Source: an optimization exercise on an open RTL-to-GDS flow (aim: small area). Production flows keep margins and buffers that such runs may drop.
In this exercise RTL edits were held to simulation tests only and were not proved equivalent to the original.
Power and IR drop assume default switching activity.

===== flow/run.sh =====
#!/bin/bash
# synth_recipe.tcl (not shown) runs the flow's synth.tcl, then flattens the netlist and writes it again
# the make line also repeats each setting of config.mk as NAME=value (left out here)
make -C /OpenROAD-flow-scripts/flow DESIGN_CONFIG=/design/flow/config.mk WORK_HOME=/design/flow/orfs CLKGATE_MAP_FILE= SYNTH_SCRIPT=/design/flow/synth_recipe.tcl finish

===== flow/config.mk =====
export PLATFORM = sky130hd
export DESIGN_NAME = regfile_sb
export DESIGN_NICKNAME = regfile_sb
export VERILOG_FILES = /design/flow/design.v
export SDC_FILE = /design/flow/constraint.sdc
export NUM_CORES = 4
export LEC_CHECK = 0
export CAP_MARGIN = 20
export CORE_MARGIN = 2
export CORE_UTILIZATION = 30
export SLEW_MARGIN = 20
export SYNTH_HIERARCHICAL = 1
export SYNTH_MINIMUM_KEEP_SIZE = 0

===== flow/constraint.sdc =====
create_clock -name core_clock -period 8.0 [get_ports {clk}]
set_input_delay 1.6000 -clock core_clock [delete_from_list [all_inputs] [get_ports {clk}]]
set_output_delay 1.6000 -clock core_clock [all_outputs]
set_load 0.01 [all_outputs]

===== flow/design.v =====
package rf_pkg;
    localparam int DEF_ADDRSIZE = 5;
    localparam int DEF_WORDSIZE = 32;
    localparam int ZERO_ADDR    = 0;
    function automatic int lsb_of(input int port, input int width);
        lsb_of = port * width;
    endfunction
endpackage
module rf_aoi222 (
    input  logic a0, b0, a1, b1, a2, b2,
    output logic y
);
    assign y = ~((a0 & b0) | (a1 & b1) | (a2 & b2));
endmodule
module rf_aoi22 (
    input  logic a0, b0, a1, b1,
    output logic y
);
    assign y = ~((a0 & b0) | (a1 & b1));
endmodule
module rf_nand4 (
    input  logic a, b, c, d,
    output logic y
);
    assign y = ~(a & b & c & d);
endmodule
module rf_nand3 (
    input  logic a, b, c,
    output logic y
);
    assign y = ~(a & b & c);
endmodule
module rf_or3 (
    input  logic a, b, c,
    output logic y
);
    assign y = a | b | c;
endmodule
module rf_rdbit (
    input  logic [31:0] sel,
    input  logic [31:0] d,
    output logic        y
);
    logic [10:0] n;
    logic [2:0]  p;
    for (genvar g = 0; g < 10; g++) begin : g_aoi
        rf_aoi222 u_aoi (
            .a0(sel[3*g]),   .b0(d[3*g]),
            .a1(sel[3*g+1]), .b1(d[3*g+1]),
            .a2(sel[3*g+2]), .b2(d[3*g+2]),
            .y (n[g])
        );
    end
    rf_aoi22 u_aoi_last (.a0(sel[30]), .b0(d[30]), .a1(sel[31]), .b1(d[31]), .y(n[10]));
    rf_nand4 u_n0 (.a(n[0]), .b(n[1]), .c(n[2]),  .d(n[3]), .y(p[0]));
    rf_nand4 u_n1 (.a(n[4]), .b(n[5]), .c(n[6]),  .d(n[7]), .y(p[1]));
    rf_nand3 u_n2 (.a(n[8]), .b(n[9]), .c(n[10]),           .y(p[2]));
    rf_or3   u_o  (.a(p[0]), .b(p[1]), .c(p[2]), .y(y));
endmodule
module regfile_sb
#(
    parameter int ADDRSIZE = rf_pkg::DEF_ADDRSIZE,
    parameter int WORDSIZE = rf_pkg::DEF_WORDSIZE,
    parameter int NREAD    = 2,
    parameter int ZERO_REG = 1,
    parameter int BYPASS   = 1
) (
    input  logic                        clk,
    input  logic                        rst_n,
    input  logic                        regwr,
    input  logic [ADDRSIZE-1:0]         rd,
    input  logic [WORDSIZE-1:0]         rddata,
    input  logic [NREAD*ADDRSIZE-1:0]   rs,
    output logic [NREAD*WORDSIZE-1:0]   rsdata,
    output logic [NREAD-1:0]            rsbusy,
    input  logic                        issue,
    input  logic [ADDRSIZE-1:0]         issue_rd,
    input  logic                        flush,
    output logic [(1<<ADDRSIZE)-1:0]    busy_vec
);
    localparam int NREGS = 1 << ADDRSIZE;
    logic [NREGS-1:0][WORDSIZE-1:0] regs;
    logic [NREGS-1:0]               written;
    logic [NREGS-1:0]               we;       
    logic [NREGS-1:0]               iss;      
    logic [NREGS-1:0]               rd_ok;    
    always_comb begin
        for (int i = 0; i < NREGS; i++) begin
            we[i]  = regwr && (rd == ADDRSIZE'(i)) && (i != 0);
            iss[i] = issue && (issue_rd == ADDRSIZE'(i)) && (i != 0);
        end
    end
    always_ff @(posedge clk) begin
        for (int i = 1; i < NREGS; i++) begin
            if (we[i]) begin
                regs[i] <= rddata;
            end
        end
    end
    always_ff @(posedge clk or negedge rst_n) begin
        if (!rst_n) begin
            written <= '0;
        end else begin
            for (int i = 1; i < NREGS; i++) begin
                if (we[i]) begin
                    written[i] <= 1'b1;
                end
            end
        end
    end
    always_ff @(posedge clk or negedge rst_n) begin
        if (!rst_n) begin
            busy_vec <= '0;
        end else begin
            for (int i = 1; i < NREGS; i++) begin
                busy_vec[i] <= iss[i] | (busy_vec[i] & ~flush & ~we[i]);
            end
        end
    end
    assign rd_ok = written & ~we;
    for (genvar k = 0; k < NREAD; k++) begin : g_read
        logic [ADDRSIZE-1:0] addr;
        logic [NREGS-1:0]    dec;
        logic [NREGS-1:0]    sel;     
        logic [NREGS-1:0]    byp_hit;
        logic                byp;
        assign addr = rs[rf_pkg::lsb_of(k, ADDRSIZE) +: ADDRSIZE];
        always_comb begin
            for (int i = 0; i < NREGS; i++) begin
                dec[i] = (addr == ADDRSIZE'(i)) && (i != 0);
            end
        end
        assign byp_hit = dec & we;
        assign byp     = |byp_hit;
        assign sel = {byp, dec[NREGS-1:1] & rd_ok[NREGS-1:1]};
        for (genvar b = 0; b < WORDSIZE; b++) begin : g_bit
            logic [NREGS-1:0] d;
            for (genvar i = 1; i < NREGS; i++) begin : g_d
                assign d[i-1] = regs[i][b];
            end
            assign d[NREGS-1] = rddata[b];
            rf_rdbit u_bit (.sel(sel), .d(d), .y(rsdata[rf_pkg::lsb_of(k, WORDSIZE) + b]));
        end
        assign rsbusy[k] = |(dec & busy_vec & ~we);
    end
endmodule

==> results.txt, run 1 <==
status complete, no violations; post-cts resize count 0; Avg Inst Size Synth 16.8 µm²; Placed Cells 4739; Ys Warns 7; synthesis-to-finish area growth 20.9%; Mapped Cells between 2000 and 3000; clock latency on the worst-skew pair 0.71 ns; Setup crit end kind primary output; Vert. Die Dim 384 µm; Min-Delay Path Class reg2reg; RSZ-0062 raised after global routing no; EDFF count, synth a little under 1000; Syn Std Cell Area between 40000 and 50000 µm²; initial core utilization 0.302; clk sinks approximately 1100; Core Area around 140000 µm²; Max Slew Vio Count 0; routability cong. ~0.95; final hold viol count 0; setup violators final 0; CTS tree done; crit share post-route 0.928; Port Buffer Count 153; critical path's top delay family simple AND/OR/NAND/NOR gates; Worst-Margin Slew around 1.3 ns; GRT Residual Overflow 0; clk_skew 0 ns; Worst path max stage delay 0.73 ns; post-DP HPWL between 100 and 150 mm; io pins ~160; fmax approximately 0.13 GHz; CP required around 6.4 ns; Async SR Flop Fraction 0.0588; antenna violations before repair 10; Die Span X between 300 and 400 µm; H-Tree Depth 3; reg2reg path depth 2; DR iter-0 viols about 7400; Setup Buffers After CTS 0; hold path cells 1; leakage power roughly 16 nW; #FFs+latches synth around 1100; Clock Tree Root clkbuf_16; largest net degree at the start of global routing 63; Post-Route Utilization 0.365; Power Dens Cells 234 nW/µm²; first-pass GRT wire length about 240 mm; Post-synth top cells edfxtp_1, a222oi_1, nand4_1; vias in the first global route around 33000; Die Area 147000 µm²; Setup crit start kind primary input; Sum Neg Setup Slack 0 ns; Synth Flop Type edfxtp_1; final WL between 150 and 200 mm; VDD IR-drop max 177 µV; Critical Path Stages 10; total power 0.0122 W; DR pass1 iterations 10; Final #Nets 3001; CTS Buf Count between 100 and 150; critical path's slowest cell nor4b_1; Non-Filler Instances 4937; count leader, synth edfxtp_1; layout cells sized above 1 0.168; CP Cell Sequence clkdlybuf4s50_1 -> nor4b_1 -> nand2_1 -> nand2_1 -> nor3_2 -> buf_4 -> a222oi_1 -> nand4_1 -> or3_1 -> clkdlybuf4s50_1; Setup CP Type in2out; Seq/Total Area, Yosys 0.725; Routed Antenna Nets 0; Max-slew headroom 0.148; max_cap viols 0; vias per inst between 6 and 7; Hold Slack 0.463 ns; post-synthesis cell type count 57; Hold-fix buffers, CTS 0; floorplan row count roughly 140; cell taking the most area after synthesis edfxtp_1; CP max FO 32; Crit path arrival time 5.82 ns; Total GRT Usage 0.230; Avg WL per Cell 35.5 µm; DR vias about 33000; CP bufs+invs 3; Clock Path Buffers 3; Synth area leaders edfxtp_1, a222oi_1, dfrtp_1; register clock-pin slew on the reported worst setup and hold paths around 0.050 ns; DRC 0; post-synth top area share 0.689; min Tclk post-route 7.42 ns; net count after synthesis ~2600
==> cell families after synthesis <==
group | Yosys count | synth area share
DFF | 1054 | 0.725
AOI/OAI and AO/OA | 841 | 0.188
and+or+nand+nor | 595 | 0.0772
buffers and inverters | 71 | 0.00822
xor gates and xnor gates | 5 | 0.00101
muxes | 2 | 0.000463
other | 1 | 0.0000867
==> placed cells by master, fill, tap and decap left out, drive strengths merged, types with 3 or more instances in the layout <==
cell type,instances
and3b,5
dfrtp,62
inv,23
nand4b,6
nor2b,11
nand3b,4
clkinvlp,3
o22ai,41
nand2,93
and4b,4
a22oi,64
o32ai,5
nor4,12
nand3,79
nor3b,10
clkbuf,124
and2,4
or3,67
clkinv,48
nand4bb,3
or2,16
nand2b,34
o21ai,38
and3,4
a21oi,6
nand4,145
edfxtp,992
nor2,50
o2111ai,31
nor3,38
o211ai,6
and4bb,3
buf,183
clkdlybuf4s50,136
xnor2,5
bufinv,17
a222oi,640
==> final cells by class <==
class                           count  area [µm²]
Multi-Input combinational cell   1444       12000
Antenna cell                        2        5.00
Clock buffer                      124        2720
Timing Repair Buffer              319        2920
Tap cell                         1903        2380
Fill cell                       13500       91000
Inverter                           22        85.1
Clock inverter                     69         828
Sequential cell                  1054       31300
==> per-module statistics from Yosys (local to each module, per instance), a selection <==
module	area [µm²]	flops+latches	cells
regfile_sb	34500	1054	1609
rf_aoi22	12.5	0	1
rf_aoi222	10.0	0	1
rf_nand3	5.00	0	1
rf_nand4	6.26	0	1
rf_or3	6.26	0	1
==> worst register-to-register path: stages (launching register included) <==
cell and delay [ns]:
dfrtp_1 0.40, o21ai_0 0.32, o22ai_1 0.19
==> report_power, final <==
| group | internal, W | total (W) | switching [W] |
|---|---|---|---|
| combinational | 0.000317 | 0.000919 | 0.000602 |
| sequential | 0.00613 | 0.00618 | 0.0000500 |
| clock | 0.00298 | 0.00513 | 0.00216 |
==> flip-flops by register name (all words and copies together) (netlist names) <==
register  count
written      31
regs        992
busy_vec     31
==> path summary, 6_finish.rpt <==
check / from / endpoint / slack (ns)
worst max-delay path: rd[2] / rsdata[33] / 0.58
worst min-delay path: written[20] / written[20] / 0.46
worst max register to register: busy_vec[26] / busy_vec[26] / 6.91
worst min register to register: written[20] / written[20] / 0.46
max in group asynchronous: rst_n / written[18] / 6.30
min in group asynchronous: rst_n / busy_vec[3] / 1.08
==> metal layers <==
metal / GRT usage / share of wire / up-vias / wire length (µm)
met4: 0.127 / 0.061 / 14 / 10600
met3: 0.0671 / 0.13 / 610 / 23000
li1: - / - / 13100 / -
met5: 0.00292 / 0.00077 / - / 135
met2: 0.366 / 0.46 / 2825 / 80500
met1: 0.279 / 0.35 / 16800 / 60800
==> per-stage QoR <==
step                      instance area [µm²]  setup WS (ns)
after floorplan                         43200          0.268
after global placement                  48700          0.652
after detailed placement                48700          0.667
after CTS                               52300          0.657
after global routing                    52300          0.414
final                                   52300          0.577
==> run 2: changes to the inputs <==
--- a/flow/config.mk
+++ b/flow/config.mk
@@ -7,6 +7,8 @@
 export LEC_CHECK = 0
-export CAP_MARGIN = 20
+export CAP_MARGIN = 10
 export CORE_MARGIN = 2
-export CORE_UTILIZATION = 30
-export SLEW_MARGIN = 20
+export CORE_UTILIZATION = 60
+export CTS_BUF_LIST = sky130_fd_sc_hd__clkbuf_4 sky130_fd_sc_hd__clkbuf_8
+export CTS_CLUSTER_SIZE = 20
+export SLEW_MARGIN = 10
 export SYNTH_HIERARCHICAL = 1
==> results.txt, run 2 <==
status complete, no violations; Max-slew headroom 0.0419; final hold viol count 0; Setup CP Type in2out; crit share post-route 0.957; count leader, synth edfxtp_1; RR Endpoint busy_vec[28]; cell taking the most area after synthesis edfxtp_1; #FFs+latches synth 1054; Avg Inst Size Synth 16.8 µm²; crit path launch regwr; flop-to-flop setup slack approximately 7 ns; Global Route met3 Usage 0.209; met2 global-route usage 0.670; commonest non-fill, non-tap cells in the layout edfxtp_1, a222oi_1, clkbuf_8, clkdlybuf4s50_1, nand4_1; max FFs per register slightly below 1000; floorplan row count 98; reg2reg start busy_vec[28]; crit-path most repeated cell clkdlybuf4s50_1; synthesis-to-finish area growth 18.0%; initial core utilization 0.606; Core Area 71400 µm²; Largest Register regs; routability cong. just under 1; Clock Tree Root clkbuf_8; antenna violations before repair 14; CP max FO 32; Ys Warns 7; Sum Neg Setup Slack 0 ns; CTS Buf Count around 170; post-synthesis cell type count 57; Post-Route Utilization 0.715; Max Slew Vio Count 0; largest net degree at the start of global routing 63; RSZ-0062 raised after global routing no; register clock-pin slew on the reported worst setup and hold paths roughly 0.060 ns; net count after synthesis between 2000 and 3000; fmax between 0.1 and 0.15 GHz; DR pass1 iterations 13; CTS tree done; critical path's slowest cell clkdlybuf4s50_1; Setup crit start kind primary input; Crit path arrival time approximately 6.1 ns; layout cells sized above 1 0.192; Total GRT Usage 0.476; clk sinks 1054; CP bufs+invs 4; Synth Flop Type edfxtp_1; Setup Buffers After CTS 0; Largest regs regs x992, busy_vec x31, written x31; most common cell after layout, fill and taps aside edfxtp_1; Setup crit end kind primary output; hold path startpoint written[9]; DR iter-0 viols roughly 9700; Vert. Die Dim approximately 270 µm; DR vias between 30000 and 40000; vias in the first global route between 30000 and 40000; total power 0.0116 W; final WL 180 mm; Final #Nets roughly 3100; grt peak-use layer met2; Critical Path Stages 12; clock latency on the worst-skew pair 0.83 ns; Min-Delay Path Class reg2reg; CP Cell Sequence clkdlybuf4s50_1 -> nor4b_1 -> buf_4 -> nand2_1 -> o2111ai_1 -> nor4_1 -> nand4_1 -> buf_12 -> a22oi_2 -> nand3_1 -> or3_1 -> clkdlybuf4s50_1; CP endpoint rsdata[5]; Async SR Flop Fraction 0.0588; Avg WL per Cell ~44 µm; post-cts resize count 0; met1 GRT Util 0.621; GRT Residual Overflow 0; vias per inst 8.73; Hold-fix buffers, CTS 0; setup violators final 0; Seq/Total Area, Yosys 0.725; EDFF count, synth between 900 and 1000; Synth area leaders edfxtp_1, a222oi_1, dfrtp_1; Die Area approximately 74000 µm²; Port Buffer Count 153; DRC 0; clk_skew 0 ns; Power Dens Cells ~230 nW/µm²; Routed Antenna Nets 0; reg2reg path depth 2; Mapped Cells roughly 2600; Post-synth top cells edfxtp_1, a222oi_1, nand4_1; post-DP HPWL ~100 mm; Die Span X 272 µm; CP required ~6.4 ns; first-pass GRT wire length approximately 250 mm; post-synth top area share 0.689; leakage power around 16 nW; H-Tree Depth 4; critical path's top delay family simple AND/OR/NAND/NOR gates; min Tclk post-route between 7 and 8 ns; Clock Path Buffers 3; Syn Std Cell Area 43200 µm²; Worst path max stage delay between 0.8 and 0.9 ns; max_cap viols 0; Worst-Margin Slew between 1 and 1.5 ns; io pins 155; VDD IR-drop max between 150 and 200 µV
## run 2: cell counts after synthesis
No cell type changed its count.
## run 2: routing by layer
metal  up-vias  wire (µm)  share of wire
met5         -        147        0.00082
met4        12      12200          0.068
met3       931      34100           0.19
met2      4227      75200           0.42
met1     17300      58100           0.32
li1      13200          -              -
## run 2: through the flow
stage / std cells / setup slack [ns] / instance area, µm² / hold slack (ns)
4_1_cts: 4082 / 0.642 / 51000 / 0.463
6_report: 4089 / 0.343 / 51000 / 0.463
2_1_floorplan: 2569 / 0.268 / 43200 / 0.432
3_3_place_gp: 3792 / 0.618 / 47800 / 0.446
3_5_place_dp: 3792 / 0.660 / 47800 / 0.447
5_1_grt: 4084 / 0.410 / 51000 / 0.469
## run 2: area by class of cell
class,count,area (µm²)
Antenna cell,7,17.5
Clock buffer,228,2760
Clock inverter,62,415
Fill cell,4616,20400
Inverter,22,82.6
Multi-Input combinational cell,1444,12000
Sequential cell,1054,31300
Tap cell,950,1190
Timing Repair Buffer,322,3200
## run 2: cells by family after synthesis
kind of cell | count (synthesis) | share of synthesized area
compound gates | 841 | 0.188
xor+xnor | 5 | 0.00101
buf+inv | 71 | 0.00822
flops | 1054 | 0.725
mux | 2 | 0.000463
other cells | 1 | 0.0000867
simple gates | 595 | 0.0772
## run 2: worst min-delay path by stage
stage | end | cells past startpoint
2_1_floorplan | written[17] | 1
3_3_place_gp | written[19] | 1
3_5_place_dp | written[19] | 1
4_1_cts | written[19] | 1
5_1_grt | written[19] | 1
6_report | written[9] | 1
## run 2: Yosys stat by module (local to each module, per instance), excerpt
module / cells / flip-flops and latches / cell area (µm²)
regfile_sb: 1609 / 1054 / 34500
rf_aoi22: 1 / 0 / 12.5
rf_aoi222: 1 / 0 / 10.0
rf_nand4: 1 / 0 / 6.26
rf_or3: 1 / 0 / 6.26
rf_nand3: 1 / 0 / 5.00
## run 2: power breakdown
| group | internal [W] | switching (W) |
|---|---|---|
| clock network | 0.00231 | 0.00215 |
| logic | 0.000326 | 0.000607 |
| registers | 0.00614 | 0.0000530 |
==> run 3: changes to the inputs <==
==> flow/flow/run.sh (new file) <==
#!/bin/bash
# Own layout flow: the standard flow (standard.sh, unchanged synthesis,
# floorplan, power grid and tap cells), with three changes to how the layout
# is made:
#   - port buffers use sky130_fd_sc_hd__buf_1 instead of the delay buffer the
#     resizer picks by default;
#   - clock tree: larger sink clusters with clkbuf_4/clkbuf_8 and no dummy
#     loads (every register still gets its clock through the buffered tree);
# The whole ORFS output goes to standard.log in the work folder; ORFS's own
# per-step logs stay under orfs/logs/.
set -euo pipefail
bash standard.sh \
  'CTS_ARGS=-sink_clustering_enable -repair_clock_nets -dont_use_dummy_load -sink_clustering_size 16 -sink_clustering_max_diameter 60 -buf_list {sky130_fd_sc_hd__clkbuf_4 sky130_fd_sc_hd__clkbuf_8}' \
  'BUFFER_PORTS_ARGS=-buffer_cell sky130_fd_sc_hd__buf_1' \
  finish > standard.log 2>&1
==> flow/standard.sh (new file) <==
#!/bin/bash
# synth_recipe.tcl (not shown) runs the flow's synth.tcl, then flattens the netlist and writes it again
# the make line also repeats each setting of config.mk as NAME=value (left out here)
make -C /OpenROAD-flow-scripts/flow DESIGN_CONFIG=/design/flow/config.mk WORK_HOME=/design/flow/orfs CLKGATE_MAP_FILE= SYNTH_SCRIPT=/design/flow/synth_recipe.tcl "${@:-finish}"
removed: flow/run.sh
==> results.txt, run 3 <==
Min-Delay Path Class reg2reg; fill cell count 4995; final WL roughly 180 mm; Total GRT Usage 0.467; post-synthesis cell type count between 50 and 60; critical path's top delay family simple AND/OR/NAND/NOR gates; Final #Nets 2982; clock latency on the worst-skew pair ~0.67 ns; DR pass1 iterations 13; Ys Warns 7; Setup crit start kind primary input; net count after synthesis around 2600; Setup crit end kind primary output; register clock-pin slew on the reported worst setup and hold paths 0.05 ns; synthesis-to-finish area growth 10.2%; first-pass GRT wire length 243 mm; Clock Path Buffers 3; Vert. Die Dim about 270 µm; Async SR Flop Fraction 0.0588; Clock Tree Root clkbuf_8; Mapped Cells about 2600; vias in the first global route between 30000 and 40000; commonest non-fill, non-tap cells in the layout edfxtp_1, a222oi_1, buf_4, buf_1, nand4_1; Placed Cells between 3000 and 4000; Worst-Margin Slew between 1 and 1.5 ns; clk_skew 0 ns; Post-synth top cells edfxtp_1, a222oi_1, nand4_1; Core Area between 70000 and 80000 µm²; post-DP HPWL 104 mm; Avg WL per Cell 45.3 µm; antenna violations before repair 8; Largest Register regs; io pins roughly 160; largest net degree at the start of global routing 63; setup violators final 0; critical path's slowest cell nand4bb_1; H-Tree Depth 3; status complete, no violations; Port Buffer Count approximately 150; count leader, synth edfxtp_1; GRT Residual Overflow 0; Sum Neg Setup Slack 0 ns; Crit path arrival time around 6.2 ns; cell taking the most area after synthesis edfxtp_1; Hold-fix buffers, CTS 0; Power Dens Cells roughly 200 nW/µm²; Setup Buffers After CTS 0; DRC 0; initial core utilization 0.606; min Tclk post-route between 7 and 8 ns; Routed Antenna Nets 0; vias per inst between 8 and 9; Synth area leaders edfxtp_1, a222oi_1, dfrtp_1; VDD IR-drop max between 150 and 200 µV; routability cong. 0.981; Die Span X between 200 and 300 µm; DR iter-0 viols between 9000 and 10000; Avg Inst Size Synth 16.8 µm²; Worst path max stage delay between 0.8 and 0.9 ns; Largest regs regs x992, busy_vec x31, written x31; max FFs per register 992; DR vias 34700; RSZ-0062 raised after global routing no; CP bufs+invs 3; CP max FO 21; Syn Std Cell Area roughly 43000 µm²; crit share post-route 0.976; layout cells sized above 1 0.150; leakage power 14.7 nW; post-cts resize count 0; Setup CP Type in2out; max_cap viols 0; CTS Buf Count 78; crit-path most repeated cell buf_1; Seq/Total Area, Yosys 0.725; most common cell after layout, fill and taps aside edfxtp_1; final hold viol count 0; clk sinks approximately 1100; CP required between 6 and 7 ns; Non-Filler Instances roughly 3900; CP Cell Sequence buf_1 -> nand4bb_1 -> o21ai_0 -> nor2_4 -> buf_4 -> a222oi_1 -> nand4_1 -> or3_1 -> buf_1; CTS tree done; floorplan row count between 90 and 100; Synth Flop Type edfxtp_1; #FFs+latches synth 1054; fmax approximately 0.13 GHz; post-synth top area share 0.689; Max Slew Vio Count 0; EDFF count, synth roughly 1000; Max-slew headroom 0.131; Die Area 74200 µm²
[run 3: report_power, final]
part           switching, W  internal, W  total [W]
logic              0.000601     0.000223   0.000824
clock network       0.00166     0.000877    0.00254
registers         0.0000522      0.00613    0.00618
[run 3: final timing paths]
check,startpoint,end,slack (ns),cells after the start
max in group asynchronous,rst_n,written[27],6.26,2
min,written[3],written[3],0.46,1
min reg2reg,written[3],written[3],0.46,1
min in group asynchronous,rst_n,busy_vec[4],1.13,2
max reg2reg,busy_vec[4],busy_vec[4],6.99,2
max,regwr,rsdata[63],0.19,9
[run 3: modules after synthesis (local to each module, per instance), excerpt]
| module | cell area, µm² | times used | cells |
|---|---|---|---|
| regfile_sb | 34500 | 1 | 1609 |
| rf_nand3 | 5.00 | 64 | 1 |
| rf_nand4 | 6.26 | 128 | 1 |
| rf_or3 | 6.26 | 64 | 1 |
| rf_aoi222 | 10.0 | 640 | 1 |
| rf_aoi22 | 12.5 | 64 | 1 |
[run 3: through the flow]
step	utilization	instance area (µm²)	setup slack (ns)	power, W	hold WS (ns)
floorplan	-	43200	0.268	0.00664	0.432
global placement	0.652	46600	0.271	0.00706	0.445
detailed placement	0.652	46600	0.432	0.00708	0.447
CTS	0.667	47600	0.426	0.00948	0.467
global route	0.668	47600	0.203	0.00973	0.480
finish	0.668	47700	0.191	0.00954	0.465
[run 3: cell families (layout without fill, tap and decap cells)]
kind of cell,count (synthesis),after routing,synth area share
other cells,1,4,0.0000867
simple gates,595,595,0.0772
compound gates,841,841,0.188
mux,2,2,0.000463
flops,1054,1054,0.725
xor+xnor,5,5,0.00101
buf+inv,71,425,0.00822
[run 3: area by class of cell]
type	instances	area (µm²)	area share
diodes	3	7.51	0.000158
clock buffers	78	1070	0.0225
inverters	22	82.6	0.00173
multi-input cells	1444	12000	0.252
flip-flops and latches	1054	31300	0.658
well taps	950	1190	0.0249
repair buffers	325	1950	0.0409
[run 3: metal layers]
| layer | share of wire | vias to the layer above | global-route usage |
|---|---|---|---|
| met5 | 0.00058 | - | 0 |
| met4 | 0.069 | 9 | 0.272 |
| met3 | 0.19 | 869 | 0.183 |
| met2 | 0.42 | 4047 | 0.669 |
| met1 | 0.32 | 16800 | 0.610 |
| li1 | - | 12900 | - |
==> run 4: changes to the inputs <==
--- a/flow/design.v
+++ b/flow/design.v
@@ -14,8 +14,2 @@
 endmodule
-module rf_aoi22 (
-    input  logic a0, b0, a1, b1,
-    output logic y
-);
-    assign y = ~((a0 & b0) | (a1 & b1));
-endmodule
 module rf_nand4 (
@@ -26,7 +20,7 @@
 endmodule
-module rf_nand3 (
-    input  logic a, b, c,
+module rf_last (
+    input  logic a0, b0, a1, b1, c, d,
     output logic y
 );
-    assign y = ~(a & b & c);
+    assign y = (a0 & b0) | (a1 & b1) | ~(c & d);
 endmodule
@@ -43,3 +37,3 @@
 );
-    logic [10:0] n;
+    logic [9:0]  n;
     logic [2:0]  p;
@@ -53,6 +47,6 @@
     end
-    rf_aoi22 u_aoi_last (.a0(sel[30]), .b0(d[30]), .a1(sel[31]), .b1(d[31]), .y(n[10]));
     rf_nand4 u_n0 (.a(n[0]), .b(n[1]), .c(n[2]),  .d(n[3]), .y(p[0]));
     rf_nand4 u_n1 (.a(n[4]), .b(n[5]), .c(n[6]),  .d(n[7]), .y(p[1]));
-    rf_nand3 u_n2 (.a(n[8]), .b(n[9]), .c(n[10]),           .y(p[2]));
+    rf_last  u_n2 (.a0(sel[30]), .b0(d[30]), .a1(sel[31]), .b1(d[31]),
+                   .c(n[8]), .d(n[9]), .y(p[2]));
     rf_or3   u_o  (.a(p[0]), .b(p[1]), .c(p[2]), .y(y));
@@ -124,3 +118,2 @@
         logic [NREGS-1:0]    sel;     
-        logic [NREGS-1:0]    byp_hit;
         logic                byp;
@@ -132,4 +125,3 @@
         end
-        assign byp_hit = dec & we;
-        assign byp     = |byp_hit;
+        assign byp = regwr && (rd == addr) && (addr != '0);
         assign sel = {byp, dec[NREGS-1:1] & rd_ok[NREGS-1:1]};
==> flow/flow/run.sh (replaced) <==
#!/bin/bash
# Own layout flow: the standard flow (standard.sh: unchanged synthesis,
# floorplan, power grid and tap cells), with three changes to how the layout
# is made:
#   - port buffers use sky130_fd_sc_hd__buf_1 instead of the delay buffer the
#     resizer picks by default (every port still gets its own buffer);
#   - clock tree: sink clusters of up to 16 registers driven by clkbuf_4 or
#     clkbuf_8, and no dummy loads (all registers still get the clock through
#     the buffered tree, from one root buffer);
#   - after global routing, gates off the critical paths are downsized
#     (ORFS's RECOVER_POWER step, which keeps timing met).
# ORFS's full output goes to standard.log in the work folder; its per-step
# logs stay under orfs/logs/.
set -euo pipefail
bash standard.sh \
  'CTS_ARGS=-sink_clustering_enable -repair_clock_nets -dont_use_dummy_load -sink_clustering_size 16 -sink_clustering_max_diameter 60 -buf_list {sky130_fd_sc_hd__clkbuf_4 sky130_fd_sc_hd__clkbuf_8}' \
  'BUFFER_PORTS_ARGS=-buffer_cell sky130_fd_sc_hd__buf_1' \
  RECOVER_POWER=100 \
  finish > standard.log 2>&1
==> results.txt, run 4 <==
H-Tree Depth 3; DR vias 32400; GRT Residual Overflow 0; Worst-Margin Slew approximately 3.7 ns; initial core utilization 0.606; Avg Inst Size Synth 16.6 µm²; Routed Antenna Nets 0; fmax between 0.1 and 0.15 GHz; net count after synthesis approximately 2600; Clock Tree Root clkbuf_8; Min-Delay Path Class reg2reg; Sum Neg Setup Slack 0 ns; CP max FO 32; max_cap viols just under 50; DRC 0; post-DP HPWL between 80 and 90 mm; vias per inst between 8 and 9; DR pass1 iterations 14; routability cong. around 1.1; final worst slack 0.919 ns; vias in the first global route about 31000; Max Slew Vio Count ~1700; Crit path arrival time roughly 5.5 ns; Post-Route Utilization 0.659; commonest non-fill, non-tap cells in the layout edfxtp_1, a222oi_1, nand2_1, nand4_1, buf_1; Setup crit end kind primary output; antenna violations before repair 3; clk_skew 0 ns; Async SR Flop Fraction 0.0588; DR iter-0 viols 8976; post-synthesis cell type count a little over 50; io pins between 150 and 200; floorplan row count between 90 and 100; layout check failures max-capacitance violations, max-slew violations; clock latency on the worst-skew pair 0.69 ns; most common cell after layout, fill and taps aside edfxtp_1; post-cts resize count 0; Syn Std Cell Area ~43000 µm²; Placement Setup Slack about 1.6 ns; Register Area roughly 31000 µm²; Max-slew headroom -1.46; Mapped Cells between 2000 and 3000; VDD IR-drop max ~150 µV; #FFs+latches synth roughly 1100; CP required 6.40 ns; Die Area around 73000 µm²; Core Area roughly 70000 µm²; Largest regs regs x992, busy_vec x31, written x31; synthesis-to-finish area growth 8.71%; max FFs per register roughly 1000; Hold-fix buffers, CTS 0; EDFF count, synth 992; crit share post-route 0.885; layout cells sized above 1 0.0812; CTS tree done; Seq/Total Area, Yosys 0.737; Clock Path Buffers 3; Largest Register regs; Non-Filler Instances approximately 3800; Power Dens Cells ~210 nW/µm²; area occupied by multi-input gates 11000 µm²; Synth Flop Type edfxtp_1; RSZ-0062 raised after global routing no; cell taking the most area after synthesis edfxtp_1; Setup crit start kind primary input; Setup Buffers After CTS 0; final hold viol count 0; clk sinks ~1100; first-pass GRT wire length between 200 and 250 mm; Port Buffer Count 153; final WL ~150 mm; Ys Warns 7; min Tclk post-route approximately 7 ns; CTS Buf Count 80; count leader, synth edfxtp_1; largest net degree at the start of global routing 63; setup violators final 0; register clock-pin slew on the reported worst setup and hold paths ~0.050 ns; Post-synth top cells edfxtp_1, a222oi_1, nand2_1; Final #Nets a little under 3000; Setup CP Type in2out; Vert. Die Dim ~270 µm; Total GRT Usage 0.413; Synth area leaders edfxtp_1, a222oi_1, dfrtp_1; leakage power 14.1 nW; Placed Cells 3730; post-synth top area share 0.700; fill cell count ~5000; Die Span X around 270 µm; Avg WL per Cell approximately 40 µm; status finished with violations
run 4: final timing paths:
path / startpoint / end / slack, ns / cells after the start
setup / recovery: rd[4] / rsdata[57] / 0.92 / 10
hold / removal: written[29] / written[29] / 0.47 / 1
setup reg to reg: busy_vec[5] / busy_vec[5] / 7.04 / 2
hold reg to reg: written[29] / written[29] / 0.47 / 1
max in group asynchronous: rst_n / busy_vec[14] / 3.61 / 2
min in group asynchronous: rst_n / busy_vec[6] / 2.24 / 2
run 4: cell families (layout without fill, tap and decap cells):
group / after synthesis / in the layout / synth area share
flip-flops: 1054 / 1054 / 0.737
XOR/XNOR: 8 / 8 / 0.00165
AO/OA/AOI/OAI: 729 / 729 / 0.168
buffers and inverters: 104 / 419 / 0.0109
other: 1 / 2 / 0.0000882
AND/OR/NAND/NOR: 659 / 659 / 0.0827
run 4: area by class of cell:
cell class | count | area share
clock buffer | 80 | 0.0238
sequential | 1054 | 0.678
timing repair buffer | 285 | 0.0297
multi-input combinational | 1397 | 0.239
inverter | 54 | 0.00438
antenna | 1 | 0.0000541
tap | 940 | 0.0254
run 4: per-layer routing:
metal,part of all wire,global-route usage
met4,0.088,0.287
met5,0,0
met3,0.16,0.120
met1,0.33,0.553
met2,0.42,0.588
run 4: where the power goes:
group / leakage [nW] / switching, W / internal (W) / total, W
sequential: 9.72 / 0.0000507 / 0.00613 / 0.00619
clock: 0.575 / 0.00164 / 0.000898 / 0.00254
combinational: 3.81 / 0.000571 / 0.000190 / 0.000761
run 4: through the flow:
stage,hold WS (ns),area (µm²),power [W]
floorplan,0.435,42500,0.00661
global placement,0.448,45300,0.00702
detailed placement,0.452,45300,0.00704
CTS,0.467,46400,0.00945
global route,0.493,46200,0.00970
finish,0.466,46200,0.00949
run 4: modules after synthesis, one instance, submodules excluded, excerpt:
module	area, µm²	cells	flops+latches
regfile_sb	34000	1531	1054
rf_last	13.8	3	0
rf_aoi222	10.0	1	0
rf_nand4	6.26	1	0
rf_or3	6.26	1	0
run 4: critical path, stage by stage:
cell and delay [ns]:
clkbuf_1 0.40, and4_1 0.56, nand2_1 0.21, nand2_1 0.19, nor3_1 0.06, clkbuf_2 0.72, a222oi_1 0.58, nand4_1 0.46
or3_1 0.52, buf_1 0.15
==> run 5: changes to the inputs <==
--- a/flow/flow/run.sh
+++ b/flow/flow/run.sh
@@ -2,3 +2,3 @@
 # Own layout flow: the standard flow (standard.sh: unchanged synthesis,
-# floorplan, power grid and tap cells), with three changes to how the layout
+# floorplan, power grid and tap cells), with two changes to how the layout
 # is made:
@@ -9,4 +9,2 @@
 #     the buffered tree, from one root buffer);
-#   - after global routing, gates off the critical paths are downsized
-#     (ORFS's RECOVER_POWER step, which keeps timing met).
 # ORFS's full output goes to standard.log in the work folder; its per-step
@@ -17,3 +15,2 @@
   'BUFFER_PORTS_ARGS=-buffer_cell sky130_fd_sc_hd__buf_1' \
-  RECOVER_POWER=100 \
   finish > standard.log 2>&1
==> results.txt, run 5 <==
status complete, no violations; final hold viol count 0; Total GRT Usage 0.413; leakage power ~14 nW; vias per inst 8.47; post-synth top area share 0.700; Die Area between 70000 and 80000 µm²; Post-synth top cells edfxtp_1, a222oi_1, nand2_1; Synth Flop Type edfxtp_1; max_cap viols 0; post-synthesis cell type count 51; Largest Register regs; Avg WL per Cell 40.5 µm; Power Dens Cells 204 nW/µm²; Largest regs regs x992, busy_vec x31, written x31; Clock Path Buffers 3; RSZ-0062 raised after global routing no; post-cts resize count 0; DR iter-0 viols between 8000 and 9000; most common cell after layout, fill and taps aside edfxtp_1; Crit path arrival time approximately 5.0 ns; io pins between 150 and 200; Clock Tree Root clkbuf_8; fmax ~0.15 GHz; final WL between 150 and 200 mm; H-Tree Depth 3; register clock-pin slew on the reported worst setup and hold paths about 0.080 ns; Vert. Die Dim approximately 270 µm; floorplan row count 97; Syn Std Cell Area 42500 µm²; CP max FO 26; reg2reg start busy_vec[5]; Setup CP Type in2out; Power Internal roughly 0.0072 W; Sw Share 0.238; CP required ~6.4 ns; Core Area 70100 µm²; Ys Warns 7; max FFs per register 992; Setup crit end kind primary output; CTS Buf Count 80; clk_skew 0 ns; clock latency on the worst-skew pair roughly 0.69 ns; DR pass1 iterations 14; min Tclk post-route 6.61 ns; DR vias between 30000 and 40000; Area after DPL 45300 µm²; EDFF count, synth roughly 990; #FFs+latches synth 1054; net count after synthesis ~2600; Combinational Power Share 0.081; Setup crit start kind primary input; Avg Inst Size Synth around 17 µm²; Worst-Margin Slew ~1.3 ns; reg2reg path depth 2; Hold-fix buffers, CTS 0; initial core utilization 0.606; post-DP HPWL between 80 and 90 mm; Final #Nets 2929; clock power share 0.267; Flop pwr share 0.651; Max-slew headroom 0.127; Setup Buffers After CTS 0; Die Span X between 200 and 300 µm; count leader, synth edfxtp_1; GRT Residual Overflow 0; Mapped Cells between 2000 and 3000; layout cells sized above 1 0.105; final instance area around 46000 µm²; Synth area leaders edfxtp_1, a222oi_1, dfrtp_1; Seq/Total Area, Yosys 0.737; Async SR Flop Fraction 0.0588; CTS tree done; routability cong. approximately 1.1; hold path startpoint written[9]; Sum Neg Setup Slack 0 ns; synthesis-to-finish area growth 9.21%; commonest non-fill, non-tap cells in the layout edfxtp_1, a222oi_1, nand2_1, nand4_1, buf_1; Port Buffer Count between 150 and 200; first-pass GRT wire length between 200 and 250 mm; P_sw 0.00226 W; DRC 0; antenna violations before repair 3; Min-Delay Path Class reg2reg; crit share post-route 0.826; hold path cells 1; crit path launch rd[4]; Max Slew Vio Count 0; largest net degree at the start of global routing 63; cell taking the most area after synthesis edfxtp_1; vias in the first global route 31300; fill cell count ~5000; Routed Antenna Nets 0; VDD IR-drop max roughly 150 µV; setup violators final 0; clk sinks between 1000 and 1500
## run 5: cell counts after synthesis
No cell type changed its count.
## run 5: cells by family after synthesis
logic type | synth area share
buffers and inverters | 0.0109
and+or+nand+nor | 0.0827
DFF | 0.737
AOI/OAI and AO/OA | 0.168
xor gates and xnor gates | 0.00165
other | 0.0000882
## run 5: final timing paths
path | to | slack [ns]
max | rsdata[57] | 1.39
min | written[9] | 0.47
max reg2reg | busy_vec[5] | 7.05
min reg2reg | written[9] | 0.47
max in group asynchronous | busy_vec[14] | 6.28
min in group asynchronous | written[2] | 1.08
## run 5: power by group through the flow
stage	logic (W)	registers [W]	clock network (W)
2_1_floorplan	0.000323	0.00629	0
3_3_place_gp	0.000727	0.00629	0
3_5_place_dp	0.000739	0.00630	0
4_1_cts	0.000740	0.00617	0.00253
5_1_grt	0.000793	0.00619	0.00272
6_report	0.000771	0.00618	0.00254
## run 5: per-stage QoR
stage                     instances  worst slack [ns]   util  power, W  hold WS [ns]
after detailed placement       3730              1.57  0.646   0.00704         0.452
final                          3812              1.39  0.662   0.00949         0.468
after global routing           3811              1.31  0.662   0.00970         0.493
after global placement         3730              1.61  0.646   0.00702         0.448
after CTS                      3810              1.57  0.662   0.00945         0.467
after floorplan                2555              1.75      -   0.00661         0.435
## run 5: layout make-up
class | instances | area, µm² | area share
Clock buffer | 80 | 1100 | 0.0237
Timing Repair Buffer | 285 | 1570 | 0.0338
Multi-Input combinational cell | 1397 | 11000 | 0.238
Antenna cell | 2 | 5.00 | 0.000108
Sequential cell | 1054 | 31300 | 0.675
Tap cell | 940 | 1180 | 0.0253
Inverter | 54 | 203 | 0.00436
## run 5: per-module statistics from Yosys (local to each module, per instance), excerpt
| module | area (µm²) | flops+latches | copies in the design | cells |
|---|---|---|---|---|
| rf_nand4 | 6.26 | 0 | 128 | 1 |
| rf_or3 | 6.26 | 0 | 64 | 1 |
| regfile_sb | 34000 | 1054 | 1 | 1531 |
| rf_last | 13.8 | 0 | 64 | 3 |
| rf_aoi222 | 10.0 | 0 | 640 | 1 |
## run 5: metal layers
| metal | global-route usage | part of all wire | up-vias | wire length (µm) |
|---|---|---|---|---|
| li1 | - | - | 12600 | - |
| met1 | 0.553 | 0.33 | 15600 | 50600 |
| met2 | 0.588 | 0.42 | 3465 | 65400 |
| met3 | 0.120 | 0.16 | 594 | 25300 |
| met4 | 0.287 | 0.084 | 0 | 12900 |
| met5 | 0 | 0 | - | 0 |
## run 5: worst max-delay path, stage by stage
cell and delay [ns]:
buf_1 0.40, and4b_1 0.56, nand2_1 0.27, nand2_1 0.23, nor3_2 0.14, buf_4 0.30, a222oi_1 0.39, nand4_1 0.43
or3_1 0.52, buf_1 0.15

## static timing again, ports no longer ideal
No port has a modelled driver above. Below, the same layouts with a new extraction and two added sets of constraints. Step 1 assumes that a clkbuf_16 drives the clock port and a buf_2 every other input. Step 2 also shifts input and output timing later by t, the mid clock arrival at the registers, as if the neighbouring blocks saw the same clock. Slacks: ideal / step 1 / step 2; pairs: ideal / step 1.
run	t, ns	setup slack, ns	worst setup path after step 2
run 1	0.794	0.577 / 0.557 / 0.557	input to output
run 2	0.893	0.343 / 0.307 / 0.307	input to output
run 3	0.748	0.191 / 0.147 / 0.147	input to output
run 4	0.762	0.919 / 0.887 / 0.887	input to output
run 5	0.760	1.395 / 1.363 / 1.363	input to output
For run 3, which loses most, drivers alone change the setup slack by -0.044 ns; drivers and shift together by -0.044 ns.
